Source: an optimization exercise on an open RTL-to-GDS flow (aim: small area). Production flows keep margins and buffers that such runs may drop.
In this exercise RTL edits were held to simulation tests only and were not proved equivalent to the original.
Power and IR drop assume default switching activity.

[flow/flow/run.sh]
#!/bin/bash
# Layout flow: the standard ORFS flow (standard.sh) with these changes to
# how the layout is made:
#  - the port buffers that global placement inserts are buf_1 cells,
#  - clock tree synthesis uses larger sink clusters and no dummy loads, and
#  - after floorplan, the gates driving the register-file row lines are sized
#    up (flow/upsize_rows.tcl), so placement need not buffer those rows.
# Every tool's output goes to its own log in this folder (ORFS keeps its
# per-step logs under orfs/logs).
set -euo pipefail
export BUFFER_PORTS_ARGS="-buffer_cell sky130_fd_sc_hd__buf_1"
export CTS_ARGS="-sink_clustering_enable -repair_clock_nets -dont_use_dummy_load -sink_clustering_size 28 -sink_clustering_max_diameter 100"
export POST_FLOORPLAN_TCL="$PWD/flow/upsize_rows.tcl"
bash standard.sh synth > flow_synth.log 2>&1
bash standard.sh finish > flow_finish.log 2>&1
[flow/flow/upsize_rows.tcl]
# Size up the gates that drive the register-file row lines (the one-hot read
# selects and the write enables, each with one load per bit of a register) so
# that one gate drives its whole row. Run after floorplan (POST_FLOORPLAN_TCL).
set n 0
foreach inst [[ord::get_db_block] getInsts] {
  set m [[$inst getMaster] getName]
  if {$m ne "sky130_fd_sc_hd__and2_1" && $m ne "sky130_fd_sc_hd__or2_1"} { continue }
  set net [[$inst findITerm X] getNet]
  if {$net eq "NULL" || [llength [$net getITerms]] < 17} { continue }
  replace_cell [$inst getName] [string map {_1 _4} $m]
  incr n
}
puts "upsize_rows: sized up $n row-line drivers"
[flow/standard.sh]
#!/bin/bash
# synth_recipe.tcl (not shown) runs the flow's synth.tcl, then flattens the netlist and writes it again
# the make line also repeats each setting of config.mk as NAME=value (left out here)
make -C /OpenROAD-flow-scripts/flow DESIGN_CONFIG=/design/flow/config.mk WORK_HOME=/design/flow/orfs CLKGATE_MAP_FILE= SYNTH_SCRIPT=/design/flow/synth_recipe.tcl "${@:-finish}"
[flow/config.mk]
export PLATFORM = sky130hd
export DESIGN_NAME = decode_stage
export DESIGN_NICKNAME = decode_stage
export VERILOG_FILES = /design/flow/design.v
export SDC_FILE = /design/flow/constraint.sdc
export NUM_CORES = 4
export LEC_CHECK = 0
export CAP_MARGIN = 10
export CORE_MARGIN = 2
export CORE_UTILIZATION = 50
export PLACE_DENSITY = 0.62
export SLEW_MARGIN = 10
export SYNTH_HIERARCHICAL = 1
[flow/constraint.sdc]
create_clock -name core_clock -period 4.0 [get_ports {clk}]
set_input_delay 0.8000 -clock core_clock [delete_from_list [all_inputs] [get_ports {clk}]]
set_output_delay 0.8000 -clock core_clock [all_outputs]
set_load 0.01 [all_outputs]
[flow/design.v]
package decode_pkg;
   typedef enum logic [6:0] {
      OPC_LOAD   = 7'b0000011,
      OPC_IMM    = 7'b0010011,
      OPC_AUIPC  = 7'b0010111,
      OPC_STORE  = 7'b0100011,
      OPC_OP     = 7'b0110011,
      OPC_LUI    = 7'b0110111,
      OPC_BRANCH = 7'b1100011,
      OPC_JALR   = 7'b1100111,
      OPC_JAL    = 7'b1101111
   } opcode_e;
   typedef enum logic [3:0] {
      ALU_ADD, ALU_SUB, ALU_SLL, ALU_SLT, ALU_SLTU,
      ALU_XOR, ALU_SRL, ALU_SRA, ALU_OR, ALU_AND
   } alu_op_e;
   typedef enum logic [1:0] {ALU_RS1, ALU_PC, ALU_ZERO} alu_a_sel_e;
   typedef enum logic {ALU_RS2, ALU_IMM} alu_b_sel_e;
   typedef enum logic [1:0] {WB_ALU_OUT, WB_MEM_LOAD, WB_PC_PLS4} wb_sel_e;
   typedef enum logic [2:0] {
      CMP_BEQ  = 3'b000,
      CMP_BNE  = 3'b001,
      CMP_BLT  = 3'b100,
      CMP_BGE  = 3'b101,
      CMP_BLTU = 3'b110,
      CMP_BGEU = 3'b111
   } branch_op_e;
   typedef enum logic [1:0] {BYTE = 2'd0, HALF = 2'd1, WORD = 2'd2} mem_size_e;
   typedef enum logic [3:0] {
      CLS_OP     = 4'd10,
      CLS_UNK    = 4'd12,  
      CLS_LOAD   = 4'd3,
      CLS_IMM    = 4'd8,
      CLS_JALR   = 4'd4,
      CLS_STORE  = 4'd0,
      CLS_BRANCH = 4'd1,
      CLS_LUI    = 4'd9,
      CLS_AUIPC  = 4'd6,
      CLS_JAL    = 4'd15,
      CLS_NOP    = 4'd2    
   } cls_e;
   typedef struct packed {
      logic [6:0] funct7;
      logic [4:0] rs2;
      logic [4:0] rs1;
      logic [2:0] funct3;
      logic [4:0] rd;
      opcode_e    opcode;
   } r_fmt_t;
   typedef struct packed {
      logic [11:0] imm;
      logic [4:0]  rs1;
      logic [2:0]  funct3;
      logic [4:0]  rd;
      opcode_e     opcode;
   } i_fmt_t;
   typedef struct packed {
      logic [6:0] imm_hi;
      logic [4:0] rs2;
      logic [4:0] rs1;
      logic [2:0] funct3;
      logic [4:0] imm_lo;
      opcode_e    opcode;
   } s_fmt_t;
   typedef struct packed {
      logic       imm12;
      logic [5:0] imm10_5;
      logic [4:0] rs2;
      logic [4:0] rs1;
      logic [2:0] funct3;
      logic [3:0] imm4_1;
      logic       imm11;
      opcode_e    opcode;
   } b_fmt_t;
   typedef struct packed {
      logic [19:0] imm;
      logic [4:0]  rd;
      opcode_e     opcode;
   } u_fmt_t;
   typedef struct packed {
      logic       imm20;
      logic [9:0] imm10_1;
      logic       imm11;
      logic [7:0] imm19_12;
      logic [4:0] rd;
      opcode_e    opcode;
   } j_fmt_t;
   typedef union packed {
      r_fmt_t r;
      i_fmt_t i;
      s_fmt_t s;
      b_fmt_t b;
      u_fmt_t u;
      j_fmt_t j;
   } instr_u;
endpackage
`timescale 1ns/1ns
module rf_hold_bit (
   input  logic q,
   input  logic d,
   input  logic en,
   input  logic en_n,
   output logic nxt
);
   assign nxt = (q | en) & (d | en_n);
endmodule
module rf_aoi222 (
   input  logic a1, a2, b1, b2, c1, c2,
   output logic y
);
   assign y = ~((a1 & a2) | (b1 & b2) | (c1 & c2));
endmodule
module rf_and2 (input logic a, b, output logic y);
   assign y = a & b;
endmodule
module rf_or2 (input logic a, b, output logic y);
   assign y = a | b;
endmodule
module rf_nand2 (input logic a, b, output logic y);
   assign y = ~(a & b);
endmodule
module rf_nand3 (input logic a, b, c, output logic y);
   assign y = ~(a & b & c);
endmodule
module rf_nand4 (input logic a, b, c, d, output logic y);
   assign y = ~(a & b & c & d);
endmodule
module rf_o31a (input logic a, b, c, k, output logic y);
   assign y = (a | b | c) & k;
endmodule
module rf_read_bit (
   input  logic [32-1:1] sel,
   input  logic [32-1:1] d,
   input  logic                 keep,
   output logic                 q
);
   logic [10:0] t;  
   logic [2:0]  h;  
   for (genvar g = 0; g < 10; g++) begin : g_aoi
      rf_aoi222 u (
         .a1(sel[3*g+1]), .a2(d[3*g+1]),
         .b1(sel[3*g+2]), .b2(d[3*g+2]),
         .c1(sel[3*g+3]), .c2(d[3*g+3]),
         .y (t[g])
      );
   end
   rf_nand2 u_last (.a(sel[31]), .b(d[31]), .y(t[10]));
   rf_nand4 u_h0 (.a(t[0]), .b(t[1]), .c(t[2]),  .d(t[3]), .y(h[0]));
   rf_nand4 u_h1 (.a(t[4]), .b(t[5]), .c(t[6]),  .d(t[7]), .y(h[1]));
   rf_nand3 u_h2 (.a(t[8]), .b(t[9]), .c(t[10]),           .y(h[2]));
   rf_o31a  u_q  (.a(h[0]), .b(h[1]), .c(h[2]), .k(keep), .y(q));
endmodule
`timescale 1ns/1ns
module control_decoder (
   input  logic                   vld,
   input  decode_pkg::cls_e       cls,
   input  logic [31:7]            ir,      
   input  logic                   bubble2,    
   input  decode_pkg::instr_u     instr_raw,  
   output logic [32-1:0]       imm,
   output decode_pkg::cls_e       cls_nxt,    
   output logic                   insert_nop,
   output logic                   load_hazard_stall,
   output decode_pkg::alu_op_e    alu_op,
   output decode_pkg::alu_a_sel_e alu_a_sel,
   output decode_pkg::alu_b_sel_e alu_b_sel,
   output decode_pkg::wb_sel_e    wb_sel,
   output logic       reg_write,
   output logic       dmem_req,
   output logic       dmem_write,
   output logic       dmem_unsigned,
   output decode_pkg::mem_size_e  dmem_size,
   output logic       branch_enable,
   output decode_pkg::branch_op_e branch_op,
   output logic       jump_request,
   output logic       pc_stall,
   output logic       jalr_lsb_clear,
   output logic       jump_or_branch   
);
   logic [2:0] funct3;
   logic       alt;      
   logic       rd_nz;    
   logic       ex_load;  
   logic [1:0] src_used;  
   assign funct3 = ir[14:12];
   assign alt    = ir[30];
   assign rd_nz  = |ir[11:7];
   function automatic decode_pkg::alu_op_e alu_from_funct(input logic [2:0] f3, input logic alt);
      case (f3)
         3'b000:  alu_from_funct = alt ? decode_pkg::ALU_SUB : decode_pkg::ALU_ADD;
         3'b001:  alu_from_funct = decode_pkg::ALU_SLL;
         3'b010:  alu_from_funct = decode_pkg::ALU_SLT;
         3'b011:  alu_from_funct = decode_pkg::ALU_SLTU;
         3'b100:  alu_from_funct = decode_pkg::ALU_XOR;
         3'b101:  alu_from_funct = alt ? decode_pkg::ALU_SRA : decode_pkg::ALU_SRL;
         3'b110:  alu_from_funct = decode_pkg::ALU_OR;
         default: alu_from_funct = decode_pkg::ALU_AND;
      endcase
   endfunction
   always_comb begin
      alu_op         = decode_pkg::ALU_ADD;
      alu_a_sel      = decode_pkg::ALU_RS1;
      alu_b_sel      = decode_pkg::ALU_RS2;
      wb_sel         = decode_pkg::WB_ALU_OUT;
      reg_write      = 1'b0;
      dmem_req       = 1'b0;
      dmem_write     = 1'b0;
      dmem_unsigned  = 1'b0;
      dmem_size      = decode_pkg::WORD;
      branch_enable  = 1'b0;
      branch_op      = decode_pkg::CMP_BEQ;
      jump_request   = 1'b0;
      pc_stall       = 1'b0;
      jalr_lsb_clear = 1'b0;
      jump_or_branch = 1'b0;
      ex_load        = 1'b0;
      if (vld) begin
         case (cls)
            decode_pkg::CLS_OP: begin
               alu_op    = alu_from_funct(funct3, alt);
               reg_write = rd_nz;
            end
            decode_pkg::CLS_IMM: begin
               alu_op    = alu_from_funct(funct3, alt & (funct3 == 3'b101));
               alu_b_sel = decode_pkg::ALU_IMM;
               reg_write = rd_nz;
            end
            decode_pkg::CLS_LOAD: begin
               alu_b_sel     = decode_pkg::ALU_IMM;
               wb_sel        = decode_pkg::WB_MEM_LOAD;
               reg_write     = rd_nz;
               dmem_req      = 1'b1;
               dmem_unsigned = funct3[2];
               ex_load       = 1'b1;
               case (funct3[1:0])
                  2'b00:   dmem_size = decode_pkg::BYTE;
                  2'b01:   dmem_size = decode_pkg::HALF;
                  default: dmem_size = decode_pkg::WORD;
               endcase
            end
            decode_pkg::CLS_STORE: begin
               alu_b_sel  = decode_pkg::ALU_IMM;
               dmem_req   = 1'b1;
               dmem_write = 1'b1;
               case (funct3[1:0])
                  2'b00:   dmem_size = decode_pkg::BYTE;
                  2'b01:   dmem_size = decode_pkg::HALF;
                  default: dmem_size = decode_pkg::WORD;
               endcase
            end
            decode_pkg::CLS_NOP: begin   
               alu_b_sel = decode_pkg::ALU_IMM;
            end
            decode_pkg::CLS_LUI: begin
               alu_a_sel = decode_pkg::ALU_ZERO;
               alu_b_sel = decode_pkg::ALU_IMM;
               reg_write = rd_nz;
            end
            decode_pkg::CLS_AUIPC: begin
               alu_a_sel = decode_pkg::ALU_PC;
               alu_b_sel = decode_pkg::ALU_IMM;
               reg_write = rd_nz;
            end
            decode_pkg::CLS_JAL: begin
               alu_a_sel      = decode_pkg::ALU_PC;
               alu_b_sel      = decode_pkg::ALU_IMM;
               wb_sel         = decode_pkg::WB_PC_PLS4;
               reg_write      = rd_nz;
               jump_request   = 1'b1;
               jump_or_branch = 1'b1;
            end
            decode_pkg::CLS_JALR: begin
               if (funct3 == 3'b000) begin  
                  alu_b_sel      = decode_pkg::ALU_IMM;
                  wb_sel         = decode_pkg::WB_PC_PLS4;
                  reg_write      = rd_nz;
                  jump_request   = 1'b1;
                  jalr_lsb_clear = 1'b1;
                  jump_or_branch = 1'b1;
               end
            end
            decode_pkg::CLS_BRANCH: begin
               if (funct3[2:1] != 2'b01) begin  
                  alu_a_sel      = decode_pkg::ALU_PC;
                  alu_b_sel      = decode_pkg::ALU_IMM;
                  branch_enable  = 1'b1;
                  branch_op      = decode_pkg::branch_op_e'(funct3);
                  pc_stall       = 1'b1;
                  jump_or_branch = 1'b1;
               end
            end
            default: ;  
         endcase
      end
   end
   always_comb begin
      case (cls)
         decode_pkg::CLS_LOAD, decode_pkg::CLS_IMM, decode_pkg::CLS_JALR:  
            imm = {{(32-12){ir[31]}}, ir[31:20]};
         decode_pkg::CLS_STORE:                                            
            imm = {{(32-12){ir[31]}}, ir[31:25], ir[11:7]};
         decode_pkg::CLS_BRANCH:                                           
            imm = {{(32-12){ir[31]}}, ir[7], ir[30:25], ir[11:8], 1'b0};
         decode_pkg::CLS_LUI, decode_pkg::CLS_AUIPC:                       
            imm = {ir[31:12], 12'b0};
         decode_pkg::CLS_JAL:                                              
            imm = {{(32-20){ir[31]}}, ir[19:12], ir[20], ir[30:21], 1'b0};
         default:
            imm = '0;  
      endcase
   end
   always_comb begin
      case (instr_raw.r.opcode)
         decode_pkg::OPC_OP, decode_pkg::OPC_BRANCH, decode_pkg::OPC_STORE: src_used = 2'b11;
         decode_pkg::OPC_LOAD, decode_pkg::OPC_IMM, decode_pkg::OPC_JALR:   src_used = 2'b01;  
         default:                       src_used = 2'b00;  
      endcase
   end
   assign load_hazard_stall = ex_load &
                              ((src_used[0] & (instr_raw.r.rs1 == ir[11:7])) |
                               (src_used[1] & (instr_raw.r.rs2 == ir[11:7])));
   assign insert_nop = jump_or_branch | bubble2 | load_hazard_stall;
   always_comb begin
      case (instr_raw.r.opcode)
         decode_pkg::OPC_LOAD:   cls_nxt = decode_pkg::CLS_LOAD;
         decode_pkg::OPC_IMM:    cls_nxt = decode_pkg::CLS_IMM;
         decode_pkg::OPC_AUIPC:  cls_nxt = decode_pkg::CLS_AUIPC;
         decode_pkg::OPC_STORE:  cls_nxt = decode_pkg::CLS_STORE;
         decode_pkg::OPC_OP:     cls_nxt = decode_pkg::CLS_OP;
         decode_pkg::OPC_LUI:    cls_nxt = decode_pkg::CLS_LUI;
         decode_pkg::OPC_BRANCH: cls_nxt = decode_pkg::CLS_BRANCH;
         decode_pkg::OPC_JALR:   cls_nxt = decode_pkg::CLS_JALR;
         decode_pkg::OPC_JAL:    cls_nxt = decode_pkg::CLS_JAL;
         default:                cls_nxt = decode_pkg::CLS_UNK;
      endcase
      if (insert_nop) begin
         cls_nxt = decode_pkg::CLS_NOP;
      end
   end
endmodule
`timescale 1ns/1ns
module decode_stage (
   input  logic                   clk,
   input  logic                   rstn,
   input  logic [32-1:0]       instruction_in,
   input  logic [32-1:0]       pc_in,
   input  logic [32-1:0]       pc_pls4_in,
   input  logic                   wrb_rd_write,
   input  logic [5-1:0] wrb_rd_addr,
   input  logic [32-1:0]       wrb_rd_data,
   output logic [32-1:0]       pc,
   output logic [32-1:0]       pc_pls4,
   output logic [32-1:0]       rs1_data,
   output logic [32-1:0]       rs2_data,
   output logic [5-1:0] rd_addr,
   output logic [32-1:0]       immediate,
   output decode_pkg::alu_op_e                alu_op,
   output decode_pkg::alu_a_sel_e             alu_a_sel,
   output decode_pkg::alu_b_sel_e             alu_b_sel,
   output decode_pkg::wb_sel_e                wb_sel,
   output logic                   reg_write,
   output logic                   dmem_req,
   output logic                   dmem_write,
   output logic                   dmem_unsigned,
   output decode_pkg::mem_size_e              dmem_size,
   output logic                   branch_enable,
   output decode_pkg::branch_op_e             branch_op,
   output logic                   jump_request,
   output logic                   pc_stall,
   output logic                   jalr_lsb_clear,
   output logic                   load_hazard_stall  
);
   decode_pkg::instr_u instr_eff;  
   logic               insert_nop;
   logic               jump_or_branch;
   decode_pkg::cls_e   cls_nxt;
   logic [31:7]        ir;
   decode_pkg::cls_e   cls;
   logic               vld;
   logic               bubble2;
   logic [32-1:1]   sel1, sel2;
   logic [7:0]             rs1_hi, rs2_hi, wr_hi, wr_hi_n;
   logic [3:0]             rs1_lo, rs2_lo, wr_lo, wr_lo_n;
   logic [32-1:0]       rs1_nxt, rs2_nxt;
   assign instr_eff = insert_nop ? 32'h0000_0013 : instruction_in;
   always_ff @(posedge clk or negedge rstn) begin
      if (!rstn) begin
         vld     <= 1'b0;
         bubble2 <= 1'b0;
      end else begin
         vld     <= 1'b1;
         bubble2 <= jump_or_branch;
      end
   end
   always_ff @(posedge clk) begin
      pc      <= pc_in;
      pc_pls4 <= pc_pls4_in;
      ir      <= {instruction_in[31:12], instr_eff.r.rd};
      cls     <= cls_nxt;
      rs1_data <= rs1_nxt;
      rs2_data <= rs2_nxt;
   end
   assign rd_addr = ir[11:7];
   for (genvar k = 0; k < 8; k++) begin : g_pre_hi
      assign rs1_hi[k]  = (instruction_in[19:17] == k);
      assign rs2_hi[k]  = (instruction_in[24:22] == k);
      assign wr_hi[k]   = wrb_rd_write & (wrb_rd_addr[4:2] == k);
      assign wr_hi_n[k] = ~wr_hi[k];
   end
   for (genvar k = 0; k < 4; k++) begin : g_pre_lo
      assign rs1_lo[k]  = (instruction_in[16:15] == k);
      assign rs2_lo[k]  = (instruction_in[21:20] == k);
      assign wr_lo[k]   = (wrb_rd_addr[1:0] == k);
      assign wr_lo_n[k] = ~wr_lo[k];
   end
   for (genvar i = 1; i < 32; i++) begin : g_row
      logic [32-1:0] r;    
      logic             we, we_n;
      logic [32-1:0] nxt;
      rf_and2 u_we   (.a(wr_hi[i/4]),   .b(wr_lo[i%4]),   .y(we));
      rf_or2  u_we_n (.a(wr_hi_n[i/4]), .b(wr_lo_n[i%4]), .y(we_n));
      for (genvar b = 0; b < 32; b++) begin : g_hold
         rf_hold_bit u_hold (
            .q(r[b]), .d(wrb_rd_data[b]), .en(we), .en_n(we_n), .nxt(nxt[b])
         );
      end
      always_ff @(posedge clk) begin
         r <= nxt;
      end
      rf_and2 u_sel1 (.a(rs1_hi[i/4]), .b(rs1_lo[i%4]), .y(sel1[i]));
      rf_and2 u_sel2 (.a(rs2_hi[i/4]), .b(rs2_lo[i%4]), .y(sel2[i]));
   end
   for (genvar b = 0; b < 32; b++) begin : g_bit
      logic [32-1:1] col;
      for (genvar i = 1; i < 32; i++) begin : g_col
         assign col[i] = g_row[i].r[b];
      end
      rf_read_bit u_rd1 (.sel(sel1), .d(col), .keep(~insert_nop), .q(rs1_nxt[b]));
      rf_read_bit u_rd2 (.sel(sel2), .d(col), .keep(~insert_nop), .q(rs2_nxt[b]));
   end
   control_decoder u_dec (
      .vld               (vld),
      .cls               (cls),
      .ir                (ir),
      .bubble2           (bubble2),
      .instr_raw         (instruction_in),  
      .imm               (immediate),
      .cls_nxt           (cls_nxt),
      .insert_nop        (insert_nop),
      .load_hazard_stall (load_hazard_stall),
      .alu_op            (alu_op),
      .alu_a_sel         (alu_a_sel),
      .alu_b_sel         (alu_b_sel),
      .wb_sel            (wb_sel),
      .reg_write         (reg_write),
      .dmem_req          (dmem_req),
      .dmem_write        (dmem_write),
      .dmem_unsigned     (dmem_unsigned),
      .dmem_size         (dmem_size),
      .branch_enable     (branch_enable),
      .branch_op         (branch_op),
      .jump_request      (jump_request),
      .pc_stall          (pc_stall),
      .jalr_lsb_clear    (jalr_lsb_clear),
      .jump_or_branch    (jump_or_branch)
   );
endmodule
==> impl_metrics.tcl, run 1 <==
set metrics [dict create \
    status "complete, no violations" \
    layout-drive-gt1-share_pct 5.94 \
    muxShareOfSynthArea_pct 0.0736 \
    min_period_ns 3.40 \
    yosysWarnings 8 \
    slew_violations 0 \
    antenna_found_initial 8 \
    root_buffer "clkbuf_16" \
    period_share_pct 85.0 \
    critical_path_required_ns 3.20 \
    cts_setup_buffers 0 \
    synthArstFlopShare_pct 0.174 \
    vias_per_cell 8.37 \
    final_common_cell "dfxtp_1" \
    finalClockSkew_ns 0.0797 \
    fmax_mhz 294 \
    arrival_ns 2.60 \
    io_buffers 323 \
    first_pass_iters 14 \
    yosys.area_share.simple_pct 7.32 \
    synth_area_mm2 0.0425 \
    cts_tree "done" \
    dieWidth_um 296 \
    grt-busiest-layer "met2" \
    layout.nets 3993 \
    rsz0062_at_grt "no" \
    slowest_stage "dfxtp_1" \
    cts.sinks 1151 \
    placed_area_mm2 0.0455 \
    synth_compound_area_share_pct 37.7 \
    path_clk_slew_ns 0.10 \
    clk_latency_ns 0.67 \
    finalInstanceArea_mm2 0.0467 \
    design.die.area_mm2 0.0874 \
    synth_top_area_share_pct 54.1 \
    powerDensity_mw_per_mm2 576 \
    wl_per_cell_um 39.7 \
    syn_nets 3617 \
    gr-usage-met3_pct 14.5 \
    cts_buffer_depth 3 \
    die_h_um 296 \
    critPathLaunchType "flip-flop" \
    yosys.cell_types.count 66 \
    route.detailed.drc 0 \
    nFillCells 7153 \
    track_usage_pct 43.0 \
    mostFrequentLayoutCells "dfxtp_1, o22a_1, a222oi_1" \
    antenna_left 0 \
    path_cells "or2_1 > a21oi_1 > nand2b_2 > and2_1 > a21o_1 > buf_1" \
    synthXorXnorAreaFrac_pct 0.227 \
    cts-htree-levels 2 \
    synthAdderAreaFrac_pct 0 \
    synth_area_leaders "dfxtp_1, o22a_1, a222oi_1" \
    p_leak_nw 16.2 \
    hold_violations 0 \
    ir_drop_v 0.000418 \
    wirelength_mm 198 \
    relSlewSlack_pct 26.5 \
    gp_congestion 0.946 \
    post_cts_resized 0 \
    synth-edff-count 0 \
    setup_tns_ns 0 \
    drt-initial-drc-count 9598 \
    grt_first_pass_wirelength_mm 275 \
    cp_top_family "simple AND/OR/NAND/NOR gates" \
    max_stage_delay_ns 0.46 \
    holdBufCountCts 1 \
    ys_seq_elements 1151 \
    grtUsageMet1_pct 52.7 \
    hp-class "in2reg" \
    core_area_mm2 0.0840 \
    path_class "reg2out" \
    worst-path-buf-inv 1 \
    ys_seq_area_share_pct 54.2 \
    end_kind "output port" \
    hpwl_mm 109 \
    synth_top_family_by_area "compound AO/OA/AOI/OAI gates" \
    num_rows 106 \
    syn_avg_cell_area_um2 12.2 \
    max_cap_viol_count 0 \
    vias 41800 \
    worstMarginPinSlew_ns 1.10 \
    ios 324 \
    met2_usage_pct 63.3 \
    synth_cells 3481 \
    synth_top_cell_by_area "dfxtp_1" \
    start_util_pct 50.6 \
    grt_max_degree 65 \
    cp_max_fo 14 \
    setup_viol 0 \
    grt_pass1_vias 40000 \
    ys.flop_type "dfxtp_1" \
    areaGrowthSynthToFinish_pct 9.90 \
    grt-ovfl-total 0 \
    hold_ws_ns 0.216 \
    numCtsBuffers 47 \
]
-- cells by family after synthesis --
family / count (synthesis)
AOI/OAI and AO/OA: 1749
DFF: 1151
and+or+nand+nor: 534
buffers and inverters: 32
xor gates and xnor gates: 11
muxes: 3
other: 1
-- worst register-to-register path: cells and delay by family, from the launching register on --
kind                   cells  cell delay [ns]
AO/OA/AOI/OAI              2             0.80
buffers and inverters      2             0.76
AND/OR/NAND/NOR            3             0.76
flip-flops                 1             0.66
-- power by group --
part,switching (mW),internal [mW]
Clock,3.59,2.12
Combinational,2.01,2.49
Sequential,2.36,14.4
-- metal layers --
metal / wire [µm] / vias up
met3: 30100 / 859
met1: 69700 / 20700
met2: 82700 / 3797
met5: 98 / -
met4: 15600 / 9
li1: - / 16500
-- Yosys stat by module (local to each module, per instance), a selection --
module	flops+latches	cells
rf_nand3	0	1
rf_nand2	0	1
rf_nand4	0	1
rf_and2	0	1
rf_o31a	0	1
rf_or2	0	1
rf_aoi222	0	1
decode_stage	1151	1215
rf_hold_bit	0	1
control_decoder	0	190
-- synthesized netlist by cell type (4+ instances only) --
cell,number
and3_1,5
nor2_1,19
o21ai_0,9
nor3_1,10
dfxtp_1,1149
nand4bb_1,4
and2_1,105
buf_4,7
nor3b_1,7
or2_1,33
inv_1,7
a22o_1,4
and3b_1,7
xnor2_1,5
xor2_1,6
a21o_1,12
clkbuf_1,4
buf_2,8
nand4_1,131
nor2b_1,13
o31a_1,64
o22a_1,992
a222oi_1,640
nand4b_1,4
nand3_1,71
nand2b_1,7
a21oi_1,11
nand2_1,89
-- flip-flops by register name, summed over array words and instances, names as in the netlist --
name	flops
bubble2	1
pc	32
pc_pls4	32
cls	4
vld	1
rs1_data	32
ir	25
rs2_data	32
g_row.r	992
-- area by class of cell --
cell class	count	area, µm²	share of cell area, %
Multi-Input combinational cell	2298	19600	41.9
Antenna cell	5	12.5	0.0268
Inverter	7	26.3	0.0562
Clock buffer	47	1180	2.52
Sequential cell	1151	23100	49.3
Tap cell	1134	1420	3.04
Timing Repair Buffer	352	1450	3.10
-- worst paths after layout --
path	start	end	slack, ns	cells after the start
max in group asynchronous	rstn	bubble2$_DFF_PN0_	3.35	2
setup / recovery	cls[0]$_DFF_P_	immediate[25]	0.60	6
min in group asynchronous	rstn	vld$_DFF_PN0_	0.53	2
hold reg to reg	g_row[13].r[19]$_DFF_P_	g_row[13].r[19]$_DFF_P_	0.51	1
hold / removal	pc_pls4_in[11]	pc_pls4[11]$_DFF_P_	0.22	1
setup reg to reg	cls[2]$_DFF_P_	rs2_data[15]$_DFF_P_	0.98	7
-- per-stage QoR --
stage          std cells  total power, mW  setup slack, ns  utilization, %
5_1_grt             4993             27.8            0.383            55.7
3_5_place_dp        4941             21.2            0.680            54.2
4_1_cts             4989             26.6            0.597            55.7
3_3_place_gp        4941             20.7            0.695            54.2
6_report            4994             26.9            0.602            55.7
2_1_floorplan       3481             19.2             1.14               -
==> run 2, diff against run 1 <==
--- a/flow/design.v
+++ b/flow/design.v
@@ -29,13 +29,13 @@
    typedef enum logic [3:0] {
-      CLS_OP     = 4'd10,
-      CLS_UNK    = 4'd12,  
-      CLS_LOAD   = 4'd3,
-      CLS_IMM    = 4'd8,
-      CLS_JALR   = 4'd4,
-      CLS_STORE  = 4'd0,
-      CLS_BRANCH = 4'd1,
-      CLS_LUI    = 4'd9,
-      CLS_AUIPC  = 4'd6,
-      CLS_JAL    = 4'd15,
-      CLS_NOP    = 4'd2    
+      CLS_OP     = 4'd12,
+      CLS_UNK    = 4'd13,  
+      CLS_LOAD   = 4'd9,
+      CLS_IMM    = 4'd2,
+      CLS_JALR   = 4'd3,
+      CLS_STORE  = 4'd15,
+      CLS_BRANCH = 4'd11,
+      CLS_LUI    = 4'd10,
+      CLS_AUIPC  = 4'd1,
+      CLS_JAL    = 4'd5,
+      CLS_NOP    = 4'd7    
    } cls_e;
==> run 2 against run 1 <==
  * Largest power group unchanged
  * Highest routed layer unchanged
  * Routed wire length grew 0.29%
  * Still clean on timing, DRC and antenna
  * Clock skew shrank 0.026 ns
  * Non-clock buffer count shrank 2
  * Sequential share of layout area grew 0.058 points
==> impl_metrics.tcl, run 2 <==
set metrics [dict create \
    period_share_pct 92.8 \
    status "complete, no violations" \
    yosysWarnings 8 \
    max_stage_delay_ns 0.64 \
    layout-drive-gt1-share_pct 5.77 \
    ys_seq_area_share_pct 54.3 \
    wirelength_mm 199 \
    path_class "reg2out" \
    ys.flop_type "dfxtp_1" \
    synth_top_area_share_pct 54.2 \
    p_leak_nw 16.2 \
    slew_violations 0 \
    multiInputGateArea_mm2 0.0195 \
    synth_top_family_by_area "compound AO/OA/AOI/OAI gates" \
    critPathLaunchType "flip-flop" \
    nFillCells 7297 \
    powerDensity_mw_per_mm2 590 \
    finalClockSkew_ns 0.0539 \
    synth.top_cells.by_count "dfxtp_1, o22a_1, a222oi_1, nand4_1, and2_1" \
    ios 324 \
    largest_reg_flops 992 \
    regMostFlops "g_row.r" \
    hold_violations 0 \
    gp_congestion 0.956 \
    muxShareOfSynthArea_pct 0.0472 \
    yosysMostFrequentCell "dfxtp_1" \
    design.die.area_mm2 0.0872 \
    root_buffer "clkbuf_16" \
    cts.sinks 1151 \
    yosys.area_share.simple_pct 7.13 \
    die_h_um 295 \
    synth_cells 3467 \
    p_int_mw 19.2 \
    cts_buffer_depth 3 \
    syn_nets 3603 \
    p_clk_share_pct 20.8 \
    cts_tree "done" \
    wl_per_cell_um 39.9 \
    setup_tns_ns 0 \
    grt_first_pass_wirelength_mm 276 \
    switchingPower_mw 8.37 \
    min_period_ns 3.71 \
    final-seq-area_mm2 0.0231 \
    drt-initial-drc-count 9357 \
    antenna_found_initial 6 \
    worstMarginPinSlew_ns 1.03 \
    seqPwrFrac_pct 61.3 \
    vias 41700 \
    worst-path-buf-inv 1 \
    ys_seq_elements 1151 \
    core_area_mm2 0.0838 \
    io_buffers 323 \
    grt_max_degree 37 \
    end_kind "output port" \
    hp-class "in2reg" \
    num_rows 106 \
    switching_share_pct 30.4 \
    arrival_ns 2.91 \
    start_util_pct 50.6 \
    vias_per_cell 8.38 \
    finalInstanceArea_mm2 0.0467 \
    setup_viol 0 \
    path_cells "nor2b_1 > a21oi_1 > o21ai_0 > and2_1 > a21o_1 > buf_1" \
    cp_top_family "compound AO/OA/AOI/OAI gates" \
    synth_top_cell_by_area "dfxtp_1" \
    synth_area_mm2 0.0424 \
    hpwl_mm 111 \
    synthXorXnorAreaFrac_pct 0.248 \
    route.detailed.drc 0 \
    layout.nets 3984 \
    critical_path_required_ns 3.20 \
    synthAdderAreaFrac_pct 0 \
    synth_area_leaders "dfxtp_1, o22a_1, a222oi_1" \
    cts_setup_buffers 0 \
    yosys.cell_types.count 60 \
    numCtsBuffers 47 \
    path_clk_slew_ns 0.11 \
    final_common_cell "dfxtp_1" \
    dieWidth_um 295 \
    synth-edff-count 0 \
    grt_pass1_vias 39800 \
    slowest_stage "dfxtp_1" \
    ir_drop_v 0.000429 \
    track_usage_pct 43.3 \
    cts-htree-levels 2 \
    antenna_left 0 \
    relSlewSlack_pct 31.6 \
    fmax_mhz 269 \
    syn_avg_cell_area_um2 12.2 \
    max_cap_viol_count 0 \
    placed_area_mm2 0.0455 \
    areaGrowthSynthToFinish_pct 10.0 \
    combPwrFrac_pct 18.0 \
    mostFrequentLayoutCells "dfxtp_1, o22a_1, a222oi_1" \
    first_pass_iters 14 \
    synthArstFlopShare_pct 0.174 \
    cp_max_fo 16 \
    grt-ovfl-total 0 \
    clk_latency_ns 0.68 \
    synth_compound_area_share_pct 37.9 \
    rsz0062_at_grt "no" \
]
-- run 2: kinds of logic after synthesis --
| family | count (synthesis) |
|---|---|
| xor+xnor | 12 |
| mux | 2 |
| flops | 1151 |
| compound gates | 1754 |
| other cells | 1 |
| buf+inv | 26 |
| simple gates | 521 |
-- run 2: per-layer routing --
metal / wire length (µm) / GRT usage [%]
met4: 15400 / 29.4
met3: 32000 / 16.0
met1: 69700 / 53.6
met2: 81700 / 62.6
met5: 11 / 0
-- run 2: worst reg2reg max path, delay by kind of cell (launching register included) --
family / cells / cell delay [ns]
AO/OA/AOI/OAI: 2 / 0.36
buffers and inverters: 2 / 0.97
flip-flops: 1 / 0.65
AND/OR/NAND/NOR: 4 / 1.09
-- run 2: metrics by stage --
step	utilization (%)	worst slack (ns)	power (mW)	hold WS [ns]	instances
final	55.7	0.288	27.5	0.211	4984
after detailed placement	54.3	0.648	21.8	0.482	4932
after floorplan	-	1.10	19.5	0.461	3467
after CTS	55.7	0.267	27.3	0.191	4980
after global placement	54.3	0.704	21.3	0.473	4932
after global routing	55.7	0.0736	28.4	0.190	4983
-- run 2: final cells by class --
| type | instances | share of cell area [%] |
|---|---|---|
| antenna | 4 | 0.0214 |
| clock buffer | 47 | 2.52 |
| inverter | 8 | 0.0643 |
| multi-input combinational | 2290 | 41.9 |
| sequential | 1151 | 49.4 |
| tap | 1134 | 3.04 |
| timing repair buffer | 350 | 3.10 |
-- run 2: final timing paths --
check	startpoint	endpoint	slack [ns]	cells after the start
max in group asynchronous	rstn	vld$_DFF_PN0_	3.35	2
max reg2reg	cls[2]$_DFF_P_	rs2_data[20]$_DFF_P_	0.88	8
min	pc_pls4_in[1]	pc_pls4[1]$_DFF_P_	0.21	1
min reg2reg	g_row[20].r[27]$_DFF_P_	g_row[20].r[27]$_DFF_P_	0.50	1
max	cls[3]$_DFF_P_	immediate[24]	0.29	6
min in group asynchronous	rstn	bubble2$_DFF_PN0_	0.51	2
-- run 2: timing repair --
item | in CTS | in global routing
hold buffers | 1 | 0
endpoints found under the hold margin | 2 | 0
resized for setup | 0 | 0
-- run 2: per-module statistics from Yosys, one instance, submodules excluded, a selection --
module | flops+latches | cells | cell area [µm²] | times used
decode_stage | 1151 | 1215 | 23500 | 1
control_decoder | 0 | 176 | 1110 | 1
rf_aoi222 | 0 | 1 | 10.0 | 640
rf_hold_bit | 0 | 1 | 8.76 | 992
rf_o31a | 0 | 1 | 8.76 | 64
rf_and2 | 0 | 1 | 6.26 | 93
rf_nand4 | 0 | 1 | 6.26 | 128
rf_or2 | 0 | 1 | 6.26 | 31
rf_nand3 | 0 | 1 | 5.00 | 64
rf_nand2 | 0 | 1 | 3.75 | 64
-- run 2: power by group through the flow --
stage / Sequential [mW] / Clock (mW) / Combinational (mW)
after CTS: 16.7 / 5.74 / 4.81
after global placement: 16.8 / 0 / 4.58
after floorplan: 16.3 / 0 / 3.22
after global routing: 17.1 / 6.10 / 5.18
final: 16.9 / 5.72 / 4.95
after detailed placement: 17.0 / 0 / 4.79

-- what the ideal ports hide --
The flow's constraints put no driver on any port. The routed layouts listed below were extracted and timed again, unchanged, in two steps. Step 1 sets driving cells, clkbuf_16 on the clock port and buf_2 on the other inputs (assumed; they add their load-dependent delay and slew). Step 2, shift: input delay + t, output delay - t, t = (earliest + latest rising clock arrival at the registers) / 2. This alone moves slack from input paths to output paths. a / b / c = ideal / step 1 / step 2; a / b = the first two.
run	t, ns	slack for setup (ns)	worst hold slack (ns)	slew at the worst register clock pin (ns)
run 1	0.702	0.602 / 0.531 / 0.606	0.216 / 0.171 / 0.510	0.12 / 0.12
run 2	0.720	0.288 / 0.217 / 0.472	0.211 / 0.163 / 0.503	0.12 / 0.12
After both steps every run listed still meets setup and hold.
